This is an optimization exercise on Yosys and OpenROAD, whose aim is small area and a short achievable clock period, not a production implementation.
RTL that was checked went through simulation tests only; none was proved equivalent to the original.
Power and IR drop assume default switching activity.

## scoreboard_ctrl
module scoreboard_ctrl (
    input  logic                      clk,
    input  logic                      rst,
    input  sb_pkg::inst_t             inst,
    input  logic                      inst_valid,
    input  logic [sb_pkg::num_fu-1:0] fu_done,
    output logic                      issue_ack,
    output logic [sb_pkg::num_fu-1:0] ro_en,
    output sb_pkg::fu_op_t            ro_op,
    output sb_pkg::reg_idx_t          rs1_ctrl,
    output sb_pkg::reg_idx_t          rs2_ctrl,
    output logic                      reg_write,
    output sb_pkg::fu_id_t            wb_fu,
    output sb_pkg::reg_idx_t          rd_ctrl
);
For scale: about 68 I/O pins, about 0.0074 mm2 of cells after synthesis.
Settings: LEC_CHECK=0, CAP_MARGIN=20, CORE_MARGIN=2, CORE_UTILIZATION=40, SETUP_SLACK_MARGIN=1.5, SLEW_MARGIN=20; clock period 4.5 ns.
standard.sh (not shown) runs the stock make flow with config.mk's settings and CLKGATE_MAP_FILE= SYNTH_SCRIPT=/design/flow/synth_recipe.tcl, a recipe that flattens the netlist after the stock synthesis.
==> flow/flow/run.sh <==
#!/bin/bash
# Standard ORFS layout, with the port buffers made from plain buffers
# instead of the delay cells buffer_ports picks on its own.
set -euo pipefail
export BUFFER_PORTS_ARGS="-buffer_cell sky130_fd_sc_hd__buf_2"
bash standard.sh > make.log 2>&1
The baseline completed with no timing, DRC or antenna violations.
Next try:
--- a/flow/design.v
+++ b/flow/design.v
@@ -157,20 +157,22 @@
                     if (!busy[u]) begin
                         eq1[u][v] <= has_s1[u] && rs1_hit[v];
                         eq2[u][v] <= has_s2[u] && rs2_hit[v];
                     end else if (!busy[v]) begin
                         eq1[u][v] <= has_d[v] && rd_s1[u];
                         eq2[u][v] <= has_d[v] && rd_s2[u];
                     end
                 end
     end
-    logic [4:1] rog, wbg, done_n, rdy1_n, rdy2_n, war_n, wb_req_n, wbg_n;
+    logic [4:1] ro_req, rog, wbg, done_n, rdy1_n, rdy2_n, war_n, wb_req_n, wbg_n;
     logic [4:0] rd_n;
+    assign ro_req = rdy1 & rdy2;
+    assign rog = {ro_req[4] & ~|ro_req[3:1], ro_req[3] & ~|ro_req[2:1], ro_req[2] & ~ro_req[1], ro_req[1]};
     always_comb begin
         for (int u = 1; u <= 4; u++) begin
             done_n[u] = busy[u] && !wbg[u] && (done[u] || fu_done[u-1]);
             rdy1_n[u] = busy[u] && !rog[u] && !wbg[u] && (rdy1[u] || wake1[u]);
             rdy2_n[u] = busy[u] && !rog[u] && !wbg[u] && (rdy2[u] || wake2[u]);
         end
         for (int v = 1; v <= 4; v++) begin
             war_n[v] = 1'b0;
             for (int u = 1; u <= 4; u++)
@@ -194,54 +196,18 @@
     assign waw   = |(busy & rd_hit);
     assign pend1 = |(busy & ~wbg & rs1_hit);
     assign pend2 = |(busy & ~wbg & rs2_hit);
     assign dec_valid = |val;
     always_comb begin
         for (int u = 1; u <= 4; u++)
             issue[u] = inst_valid && val[u] && !busy[u] && !(has_d[u] && waw);
     end
     assign issue_en = (inst_valid && !dec_valid) || (|issue);
-    logic [4:1] req_n, rog_n;
-    logic [4:0] op_n, rs1_n, rs2_n, op_q, rs1_q, rs2_q;
-    logic [4:1][4:0] src1_d, src2_d;
-    logic [4:1][4:0] op_d;
-    always_comb begin
-        for (int u = 1; u <= 4; u++) begin
-            req_n[u]  = busy[u] ? (rdy1_n[u] && rdy2_n[u])
-                                : (issue[u] && !(has_s1[u] && pend1) && !(has_s2[u] && pend2));
-            src1_d[u] = busy[u] ? src1[u] : n_src1[u];
-            src2_d[u] = busy[u] ? src2[u] : n_src2[u];
-        end
-        op_d[1] = busy[1] ? op1 : alu_op;
-        op_d[2] = {1'b0, busy[2] ? op2 : {f3, inst[5]}};
-        op_d[3] = {3'b0, busy[3] ? op3 : f3[1:0]};
-        op_d[4] = {3'b0, busy[4] ? op4 : f3[1:0]};
-    end
-    assign rog_n = {req_n[4] & ~|req_n[3:1], req_n[3] & ~|req_n[2:1], req_n[2] & ~req_n[1], req_n[1]};
-    always_comb begin
-        op_n  = '0;
-        rs1_n = '0;
-        rs2_n = '0;
-        for (int u = 1; u <= 4; u++) begin
-            op_n  = op_n  | ({5{rog_n[u]}} & op_d[u]);
-            rs1_n = rs1_n | ({5{rog_n[u]}} & src1_d[u]);
-            rs2_n = rs2_n | ({5{rog_n[u]}} & src2_d[u]);
-        end
-    end
-    always_ff @(posedge clk or posedge rst) begin
-        if (rst) rog <= '0;
-        else     rog <= rog_n;
-    end
-    always_ff @(posedge clk) begin
-        op_q  <= op_n;
-        rs1_q <= rs1_n;
-        rs2_q <= rs2_n;
-    end
     always_comb begin
         for (int u = 1; u <= 4; u++) begin
             wake1[u] = 1'b0;
             wake2[u] = 1'b0;
             for (int v = 1; v <= 4; v++)
                 if (v != u) begin
                     if (wbg[v] && eq1[u][v]) wake1[u] = 1'b1;
                     if (wbg[v] && eq2[u][v]) wake2[u] = 1'b1;
                 end
@@ -284,16 +250,19 @@
                 src2[u] <= n_src2[u];
             end
         end
         if (!busy[1]) op1 <= alu_op;
         if (!busy[2]) op2 <= {f3, inst[5]};
         if (!busy[3]) op3 <= f3[1:0];
         if (!busy[4]) op4 <= f3[1:0];
     end
     assign ro_en     = rog;
-    assign ro_op     = op_q;
-    assign rs1_ctrl  = rs1_q;
-    assign rs2_ctrl  = rs2_q;
+    assign ro_op     = ({5{rog[1]}} & op1) | ({5{rog[2]}} & {1'b0, op2}) |
+                       ({5{rog[3]}} & {3'b0, op3}) | ({5{rog[4]}} & {3'b0, op4});
+    assign rs1_ctrl  = ({5{rog[1]}} & src1[1]) | ({5{rog[2]}} & src1[2]) |
+                       ({5{rog[3]}} & src1[3]) | ({5{rog[4]}} & src1[4]);
+    assign rs2_ctrl  = ({5{rog[1]}} & src2[1]) | ({5{rog[2]}} & src2[2]) |
+                       ({5{rog[3]}} & src2[3]) | ({5{rog[4]}} & src2[4]);
     assign reg_write = |wbg;
     assign wb_fu     = {wbg[4], wbg[2] | wbg[3], wbg[1] | wbg[3]};
     assign rd_ctrl   = rd_q;
 endmodule
Outcome: Wire length goes down by 15%. Worst hold slack gains 41 ps. Final cell count fell by 14%. Utilization decreases by 1.9 points. Sequential share of layout area goes up by 7.2 points. Global-route usage drops by 1.4 points.
For the first run of this note, only the layout was checked, not whether the RTL still works.


the reference run:
The RTL this note starts from:
==> flow/design.v <==
package sb_pkg;
    typedef logic [31:0] inst_t;
    typedef logic [2:0]  fu_id_t;
    typedef logic [4:0]  reg_idx_t;
    typedef logic [4:0]  fu_op_t;
    localparam int num_fu = 4;
    localparam fu_id_t fu_none = 3'd0;
    localparam fu_id_t fu_alu  = 3'd1;
    localparam fu_id_t fu_mem  = 3'd2;
    localparam fu_id_t fu_mul  = 3'd3;
    localparam fu_id_t fu_div  = 3'd4;
    localparam fu_op_t alu_add   = 5'h01;
    localparam fu_op_t alu_sub   = 5'h02;
    localparam fu_op_t alu_and   = 5'h03;
    localparam fu_op_t alu_or    = 5'h04;
    localparam fu_op_t alu_xor   = 5'h05;
    localparam fu_op_t alu_sll   = 5'h06;
    localparam fu_op_t alu_srl   = 5'h07;
    localparam fu_op_t alu_slt   = 5'h08;
    localparam fu_op_t alu_sltu  = 5'h09;
    localparam fu_op_t alu_sra   = 5'h0a;
    localparam fu_op_t alu_imm   = 5'h10;
    localparam fu_op_t alu_lui   = 5'h1b;
    localparam fu_op_t alu_auipc = 5'h1c;
    localparam fu_op_t mem_lb  = 5'b0_000_0;
    localparam fu_op_t mem_lh  = 5'b0_001_0;
    localparam fu_op_t mem_lw  = 5'b0_010_0;
    localparam fu_op_t mem_lbu = 5'b0_100_0;
    localparam fu_op_t mem_lhu = 5'b0_101_0;
    localparam fu_op_t mem_sb  = 5'b0_000_1;
    localparam fu_op_t mem_sh  = 5'b0_001_1;
    localparam fu_op_t mem_sw  = 5'b0_010_1;
    localparam fu_op_t mul_mul    = 5'd0;
    localparam fu_op_t mul_mulh   = 5'd1;
    localparam fu_op_t mul_mulhsu = 5'd2;
    localparam fu_op_t mul_mulhu  = 5'd3;
    localparam fu_op_t div_div    = 5'd0;
    localparam fu_op_t div_divu   = 5'd1;
    localparam fu_op_t div_rem    = 5'd2;
    localparam fu_op_t div_remu   = 5'd3;
    localparam logic [6:0] opc_r     = 7'b0110011;
    localparam logic [6:0] opc_i     = 7'b0010011;
    localparam logic [6:0] opc_load  = 7'b0000011;
    localparam logic [6:0] opc_store = 7'b0100011;
    localparam logic [6:0] opc_lui   = 7'b0110111;
    localparam logic [6:0] opc_auipc = 7'b0010111;
    localparam logic [6:0] f7_base   = 7'h00;
    localparam logic [6:0] f7_muldiv = 7'h01;
    localparam logic [6:0] f7_alt    = 7'h20;
endpackage
module scoreboard_ctrl (
    input  logic                      clk,
    input  logic                      rst,
    input  sb_pkg::inst_t             inst,
    input  logic                      inst_valid,
    input  logic [sb_pkg::num_fu-1:0] fu_done,
    output logic                      issue_ack,
    output logic [sb_pkg::num_fu-1:0] ro_en,
    output sb_pkg::fu_op_t            ro_op,
    output sb_pkg::reg_idx_t          rs1_ctrl,
    output sb_pkg::reg_idx_t          rs2_ctrl,
    output logic                      reg_write,
    output sb_pkg::fu_id_t            wb_fu,
    output sb_pkg::reg_idx_t          rd_ctrl
);
    logic [4:1]      busy;     
    logic [4:1]      pre;      
    logic [4:1]      rdy1;     
    logic [4:1]      rdy2;
    logic [4:1]      rog;      
    logic [4:1]      done;     
    logic [4:1]      wbg;      
    logic [4:0]      rd_q;     
    logic [4:1][4:0] dst;      
    logic [4:1][4:0] src1;
    logic [4:1][4:0] src2;
    logic [4:0]      op1;      
    logic [3:0]      op2;      
    logic [1:0]      op3;      
    logic [1:0]      op4;
    logic [4:1][4:1] eq1, eq2;    
    logic [6:0] opc;
    logic [2:0] f3;
    logic [6:0] f7;
    logic [4:0] rd, rs1, rs2;
    assign opc = inst[6:0];
    assign f3  = inst[14:12];
    assign f7  = inst[31:25];
    assign rd  = inst[11:7];
    assign rs1 = inst[19:15];
    assign rs2 = inst[24:20];
    logic is_r, is_i, is_ld, is_st, is_lui, is_auipc;
    assign is_r     = (opc == sb_pkg::opc_r);
    assign is_i     = (opc == sb_pkg::opc_i);
    assign is_ld    = (opc == sb_pkg::opc_load);
    assign is_st    = (opc == sb_pkg::opc_store);
    assign is_lui   = (opc == sb_pkg::opc_lui);
    assign is_auipc = (opc == sb_pkg::opc_auipc);
    logic f7_0, f7_20, f7_1;
    assign f7_0  = (f7 == sb_pkg::f7_base);
    assign f7_20 = (f7 == sb_pkg::f7_alt);
    assign f7_1  = (f7 == sb_pkg::f7_muldiv);
    logic [4:1] val;           
    assign val[1] = (is_r && (f7_0 || (f7_20 && (f3 == 3'h0 || f3 == 3'h5)))) ||
                    (is_i && (f3 == 3'h1 ? f7_0 : (f3 == 3'h5 ? (f7_0 || f7_20) : 1'b1))) ||
                    is_lui || is_auipc;
    assign val[2] = (is_ld && (f3 != 3'h3 && f3 != 3'h6 && f3 != 3'h7)) ||
                    (is_st && !f3[2] && f3 != 3'h3);
    assign val[3] = is_r && f7_1 && !f3[2];
    assign val[4] = is_r && f7_1 &&  f3[2];
    logic [4:0] alu_op;
    logic       alu_alt;
    assign alu_alt = inst[30] && (inst[5] || f3 == 3'h5);
    always_comb begin
        case (f3)
            3'h0:    alu_op = alu_alt ? sb_pkg::alu_sub : sb_pkg::alu_add;
            3'h1:    alu_op = sb_pkg::alu_sll;
            3'h2:    alu_op = sb_pkg::alu_slt;
            3'h3:    alu_op = sb_pkg::alu_sltu;
            3'h4:    alu_op = sb_pkg::alu_xor;
            3'h5:    alu_op = alu_alt ? sb_pkg::alu_sra : sb_pkg::alu_srl;
            3'h6:    alu_op = sb_pkg::alu_or;
            default: alu_op = sb_pkg::alu_and;
        endcase
        if (!inst[5]) alu_op = alu_op | sb_pkg::alu_imm;
        if (inst[2])  alu_op = inst[5] ? sb_pkg::alu_lui : sb_pkg::alu_auipc;
    end
    logic [4:1][4:0] n_dst, n_src1, n_src2;
    logic [4:1]      has_s1, has_s2, has_d;
    assign has_d  = {1'b1, 1'b1, !inst[5], 1'b1};
    assign has_s1 = {1'b1, 1'b1, 1'b1, !inst[2]};
    assign has_s2 = {1'b1, 1'b1, inst[5], inst[5] && !inst[2]};
    always_comb begin
        for (int u = 1; u <= 4; u++) begin
            n_dst[u]  = has_d[u]  ? rd  : 5'd0;
            n_src1[u] = has_s1[u] ? rs1 : 5'd0;
            n_src2[u] = has_s2[u] ? rs2 : 5'd0;
        end
    end
    logic       rd_nz, rs1_nz, rs2_nz;
    assign rd_nz  = (rd  != 5'd0);
    assign rs1_nz = (rs1 != 5'd0);
    assign rs2_nz = (rs2 != 5'd0);
    logic [4:1] rs1_hit, rs2_hit, rd_hit;    
    logic [4:1] rd_s1, rd_s2;                
    always_comb begin
        for (int v = 1; v <= 4; v++) begin
            rs1_hit[v] = rs1_nz && (rs1 == dst[v]);
            rs2_hit[v] = rs2_nz && (rs2 == dst[v]);
            rd_hit[v]  = rd_nz  && (rd  == dst[v]);
            rd_s1[v]   = rd_nz  && (rd  == src1[v]);
            rd_s2[v]   = rd_nz  && (rd  == src2[v]);
        end
    end
    always_ff @(posedge clk) begin
        for (int u = 1; u <= 4; u++)
            for (int v = 1; v <= 4; v++)
                if (u != v) begin
                    if (!busy[u]) begin
                        eq1[u][v] <= has_s1[u] && rs1_hit[v];
                        eq2[u][v] <= has_s2[u] && rs2_hit[v];
                    end else if (!busy[v]) begin
                        eq1[u][v] <= has_d[v] && rd_s1[u];
                        eq2[u][v] <= has_d[v] && rd_s2[u];
                    end
                end
    end
    logic [4:1] wake1, wake2;
    always_comb begin
        for (int u = 1; u <= 4; u++) begin
            wake1[u] = 1'b0;
            wake2[u] = 1'b0;
            for (int v = 1; v <= 4; v++)
                if (v != u) begin
                    if (wbg[v] && eq1[u][v]) wake1[u] = 1'b1;
                    if (wbg[v] && eq2[u][v]) wake2[u] = 1'b1;
                end
            wake1[u] = wake1[u] && pre[u];
            wake2[u] = wake2[u] && pre[u];
        end
    end
    logic       waw, pend1, pend2, dec_valid, issue_en;
    logic [4:1] issue;
    assign waw   = |(busy & rd_hit);
    assign pend1 = |(busy & ~wbg & rs1_hit);
    assign pend2 = |(busy & ~wbg & rs2_hit);
    assign dec_valid = |val;
    always_comb begin
        for (int u = 1; u <= 4; u++)
            issue[u] = inst_valid && val[u] && !busy[u] && !(has_d[u] && waw);
    end
    assign issue_en = (inst_valid && !dec_valid) || (|issue);
    logic [4:1] busy_n, pre_n, rdy1_n, rdy2_n, done_n;
    always_comb begin
        for (int u = 1; u <= 4; u++) begin
            if (busy[u]) begin
                busy_n[u] = !wbg[u];
                pre_n[u]  = pre[u] && !rog[u];
                rdy1_n[u] = !rog[u] && !wbg[u] && (rdy1[u] || wake1[u]);
                rdy2_n[u] = !rog[u] && !wbg[u] && (rdy2[u] || wake2[u]);
                done_n[u] = !wbg[u] && (done[u] || fu_done[u-1]);
            end else begin
                busy_n[u] = issue[u];
                pre_n[u]  = 1'b1;
                rdy1_n[u] = issue[u] && !(has_s1[u] && pend1);
                rdy2_n[u] = issue[u] && !(has_s2[u] && pend2);
                done_n[u] = 1'b0;
            end
        end
    end
    logic [4:1] st1_n, st2_n, war_n, wbr_n, wbg_n;
    logic [4:0] rd_n;
    always_comb begin
        for (int u = 1; u <= 4; u++) begin
            st1_n[u] = busy[u] && rdy1_n[u];
            st2_n[u] = busy[u] && rdy2_n[u];
        end
        for (int v = 1; v <= 4; v++) begin
            war_n[v] = 1'b0;
            for (int u = 1; u <= 4; u++)
                if (u != v && ((st1_n[u] && eq1[u][v]) || (st2_n[u] && eq2[u][v])))
                    war_n[v] = 1'b1;
        end
    end
    assign wbr_n = busy & done_n & ~war_n;
    assign wbg_n = {wbr_n[4] & ~|wbr_n[3:1], wbr_n[3] & ~|wbr_n[2:1], wbr_n[2] & ~wbr_n[1], wbr_n[1]};
    assign rd_n  = wbr_n[1] ? dst[1] : wbr_n[2] ? dst[2] : wbr_n[3] ? dst[3] : dst[4];
    logic [4:1] rq_n, rog_n;
    assign rq_n  = rdy1_n & rdy2_n;
    assign rog_n = {rq_n[4] & ~|rq_n[3:1], rq_n[3] & ~|rq_n[2:1], rq_n[2] & ~rq_n[1], rq_n[1]};
    always_ff @(posedge clk or posedge rst) begin
        if (rst) begin
            busy      <= '0;
            rdy1      <= '0;
            rdy2      <= '0;
            rog       <= '0;
            wbg       <= '0;
            issue_ack <= 1'b0;
        end else begin
            busy      <= busy_n;
            rdy1      <= rdy1_n;
            rdy2      <= rdy2_n;
            rog       <= rog_n;
            wbg       <= wbg_n;
            issue_ack <= issue_en;
        end
    end
    always_ff @(posedge clk) begin
        pre  <= pre_n;
        done <= done_n;
        rd_q <= rd_n;
        for (int u = 1; u <= 4; u++) begin
            if (!busy[u]) begin
                dst[u]  <= n_dst[u];
                src1[u] <= n_src1[u];
                src2[u] <= n_src2[u];
            end
        end
        if (!busy[1]) op1 <= alu_op;
        if (!busy[2]) op2 <= {f3, inst[5]};
        if (!busy[3]) op3 <= f3[1:0];
        if (!busy[4]) op4 <= f3[1:0];
    end
    assign ro_en     = rog;
    assign ro_op     = ({5{rog[1]}} & op1) | ({5{rog[2]}} & {1'b0, op2}) |
                       ({5{rog[3]}} & {3'b0, op3}) | ({5{rog[4]}} & {3'b0, op4});
    assign rs1_ctrl  = ({5{rog[1]}} & src1[1]) | ({5{rog[2]}} & src1[2]) |
                       ({5{rog[3]}} & src1[3]) | ({5{rog[4]}} & src1[4]);
    assign rs2_ctrl  = ({5{rog[1]}} & src2[1]) | ({5{rog[2]}} & src2[2]) |
                       ({5{rog[3]}} & src2[3]) | ({5{rog[4]}} & src2[4]);
    assign reg_write = |wbg;
    assign wb_fu     = {wbg[4], wbg[2] | wbg[3], wbg[1] | wbg[3]};
    assign rd_ctrl   = rd_q;
endmodule
export LEC_CHECK = 0
export CAP_MARGIN = 20
export CORE_MARGIN = 2
export CORE_UTILIZATION = 65
export SETUP_SLACK_MARGIN = 1.5
export SLEW_MARGIN = 20
create_clock -name core_clock -period 4.5 [get_ports {clk}]
==> flow/flow/run.sh <==
#!/bin/bash
# Standard ORFS layout with two changes: the port buffers are plain buffers
# instead of the delay cells buffer_ports picks on its own, and the clock tree
# uses smaller clock buffers and no dummy balancing loads.
set -euo pipefail
export BUFFER_PORTS_ARGS="-buffer_cell sky130_fd_sc_hd__buf_2"
export CTS_ARGS="-sink_clustering_enable -repair_clock_nets -dont_use_dummy_load -buf_list sky130_fd_sc_hd__clkbuf_8 -sink_clustering_size 30"
bash standard.sh > make.log 2>&1
Inputs modified between the reference run and the trial run:
--- a/flow/design.v
+++ b/flow/design.v
@@ -65,11 +65,11 @@
 );
     logic [4:1]      busy;     
     logic [4:1]      pre;      
     logic [4:1]      rdy1;     
     logic [4:1]      rdy2;
-    logic [4:1]      rog;      
+    logic [4:1]      rq;       
     logic [4:1]      done;     
     logic [4:1]      wbg;      
     logic [4:0]      rd_q;     
     logic [4:1][4:0] dst;      
     logic [4:1][4:0] src1;
@@ -163,11 +163,12 @@
                         eq1[u][v] <= has_d[v] && rd_s1[u];
                         eq2[u][v] <= has_d[v] && rd_s2[u];
                     end
                 end
     end
-    logic [4:1] wake1, wake2;
+    logic [4:1] rog, wake1, wake2;
+    assign rog = {rq[4] & ~|rq[3:1], rq[3] & ~|rq[2:1], rq[2] & ~rq[1], rq[1]};
     always_comb begin
         for (int u = 1; u <= 4; u++) begin
             wake1[u] = 1'b0;
             wake2[u] = 1'b0;
             for (int v = 1; v <= 4; v++)
@@ -223,26 +224,23 @@
         end
     end
     assign wbr_n = busy & done_n & ~war_n;
     assign wbg_n = {wbr_n[4] & ~|wbr_n[3:1], wbr_n[3] & ~|wbr_n[2:1], wbr_n[2] & ~wbr_n[1], wbr_n[1]};
     assign rd_n  = wbr_n[1] ? dst[1] : wbr_n[2] ? dst[2] : wbr_n[3] ? dst[3] : dst[4];
-    logic [4:1] rq_n, rog_n;
-    assign rq_n  = rdy1_n & rdy2_n;
-    assign rog_n = {rq_n[4] & ~|rq_n[3:1], rq_n[3] & ~|rq_n[2:1], rq_n[2] & ~rq_n[1], rq_n[1]};
     always_ff @(posedge clk or posedge rst) begin
         if (rst) begin
             busy      <= '0;
             rdy1      <= '0;
             rdy2      <= '0;
-            rog       <= '0;
+            rq        <= '0;
             wbg       <= '0;
             issue_ack <= 1'b0;
         end else begin
             busy      <= busy_n;
             rdy1      <= rdy1_n;
             rdy2      <= rdy2_n;
-            rog       <= rog_n;
+            rq        <= rdy1_n & rdy2_n;
             wbg       <= wbg_n;
             issue_ack <= issue_en;
         end
     end
     always_ff @(posedge clk) begin
@@ -260,15 +258,12 @@
         if (!busy[2]) op2 <= {f3, inst[5]};
         if (!busy[3]) op3 <= f3[1:0];
         if (!busy[4]) op4 <= f3[1:0];
     end
     assign ro_en     = rog;
-    assign ro_op     = ({5{rog[1]}} & op1) | ({5{rog[2]}} & {1'b0, op2}) |
-                       ({5{rog[3]}} & {3'b0, op3}) | ({5{rog[4]}} & {3'b0, op4});
-    assign rs1_ctrl  = ({5{rog[1]}} & src1[1]) | ({5{rog[2]}} & src1[2]) |
-                       ({5{rog[3]}} & src1[3]) | ({5{rog[4]}} & src1[4]);
-    assign rs2_ctrl  = ({5{rog[1]}} & src2[1]) | ({5{rog[2]}} & src2[2]) |
-                       ({5{rog[3]}} & src2[3]) | ({5{rog[4]}} & src2[4]);
+    assign ro_op     = rq[1] ? op1 : rq[2] ? {1'b0, op2} : rq[3] ? {3'b0, op3} : {3'b0, op4};
+    assign rs1_ctrl  = rq[1] ? src1[1] : rq[2] ? src1[2] : rq[3] ? src1[3] : src1[4];
+    assign rs2_ctrl  = rq[1] ? src2[1] : rq[2] ? src2[2] : rq[3] ? src2[3] : src2[4];
     assign reg_write = |wbg;
     assign wb_fu     = {wbg[4], wbg[2] | wbg[3], wbg[1] | wbg[3]};
     assign rd_ctrl   = rd_q;
 endmodule
Notes after the runs:
- Between the trial run and the reference run, proportion of final cell area spent on non-clock buffers is higher for the reference run, the trial run comes in under that.
- Worst setup slack for the trial run: 0.074 ns up relative to the reference run
- Per the comparison of the trial run with the reference run, share of the cycle needed by the critical path after routing moved down; global-route usage +0.27 points.
- Lower synthesized area among the trial run and the reference run: the reference run
- Between the trial run and the reference run, the difference in clock distribution area overhead in the final layout is negligible.
- | worst hold margin | the trial run vs the reference run | ≈ equal |
- Final cell count without fillers went up by a few percent going from the reference run to the trial run.
- NOTE: logic depth of the worst register-to-register path in the trial run falls short of that of the reference run
- Min number of unique standard cell types used by synthesis across the trial run and the reference run: the reference run
- Compared to the reference run, the trial run has parity-gate share of the synthesized area counting xor and xnor cells 0.45 points lower.
- Total power divided by cell area for the trial run is higher than for the reference run.
- Comparing the trial run and the reference run, the higher global-route wire length before repair is on the trial run.
No run of this note included a check of the RTL's function; only the layout flow was run.

[static timing again, ports no longer ideal]
The flow's constraints put no driver on any port. The routed layouts listed below were extracted and timed again, unchanged, in two steps.
Step 1 sets driving cells, clkbuf_16 on the clock port and buf_2 on the other inputs (assumed; they add their load-dependent delay and slew).
Step 2 moves the port delays by t, midway between the first and last clock arrival at a register: inputs arrive t later, outputs are due t later. That takes back most of the time a late clock gives input paths.
Three values: no drivers, after step 1, after step 2; two values: the first two.
| run | t (ns) | slack for setup (ns) | worst hold slack (ns) | clock arrival spread, ns | pins driven straight from the clock port |
|---|---|---|---|---|---|
| the first run of note 1 | 0.470 | 1.481 / 1.500 / 1.030 | 0.453 / 0.453 / 0.453 | 0.011 / 0.012 | 1 |
| the second run of note 1 | 0.457 | 1.521 / 1.521 / 1.296 | 0.495 / 0.495 / 0.495 | 0.006 / 0.006 | 1 |
| the reference run | 0.456 | 1.644 / 1.658 / 1.204 | 0.476 / 0.476 / 0.476 | 0.022 / 0.022 | 1 |
| the trial run | 0.477 | 1.718 / 1.682 / 1.347 | 0.476 / 0.476 / 0.476 | 0.012 / 0.013 | 1 |
After both steps every run listed still meets setup and hold. For the first run of note 1, which loses most, drivers alone change the setup slack by +0.019 ns; drivers and shift together by -0.451 ns.
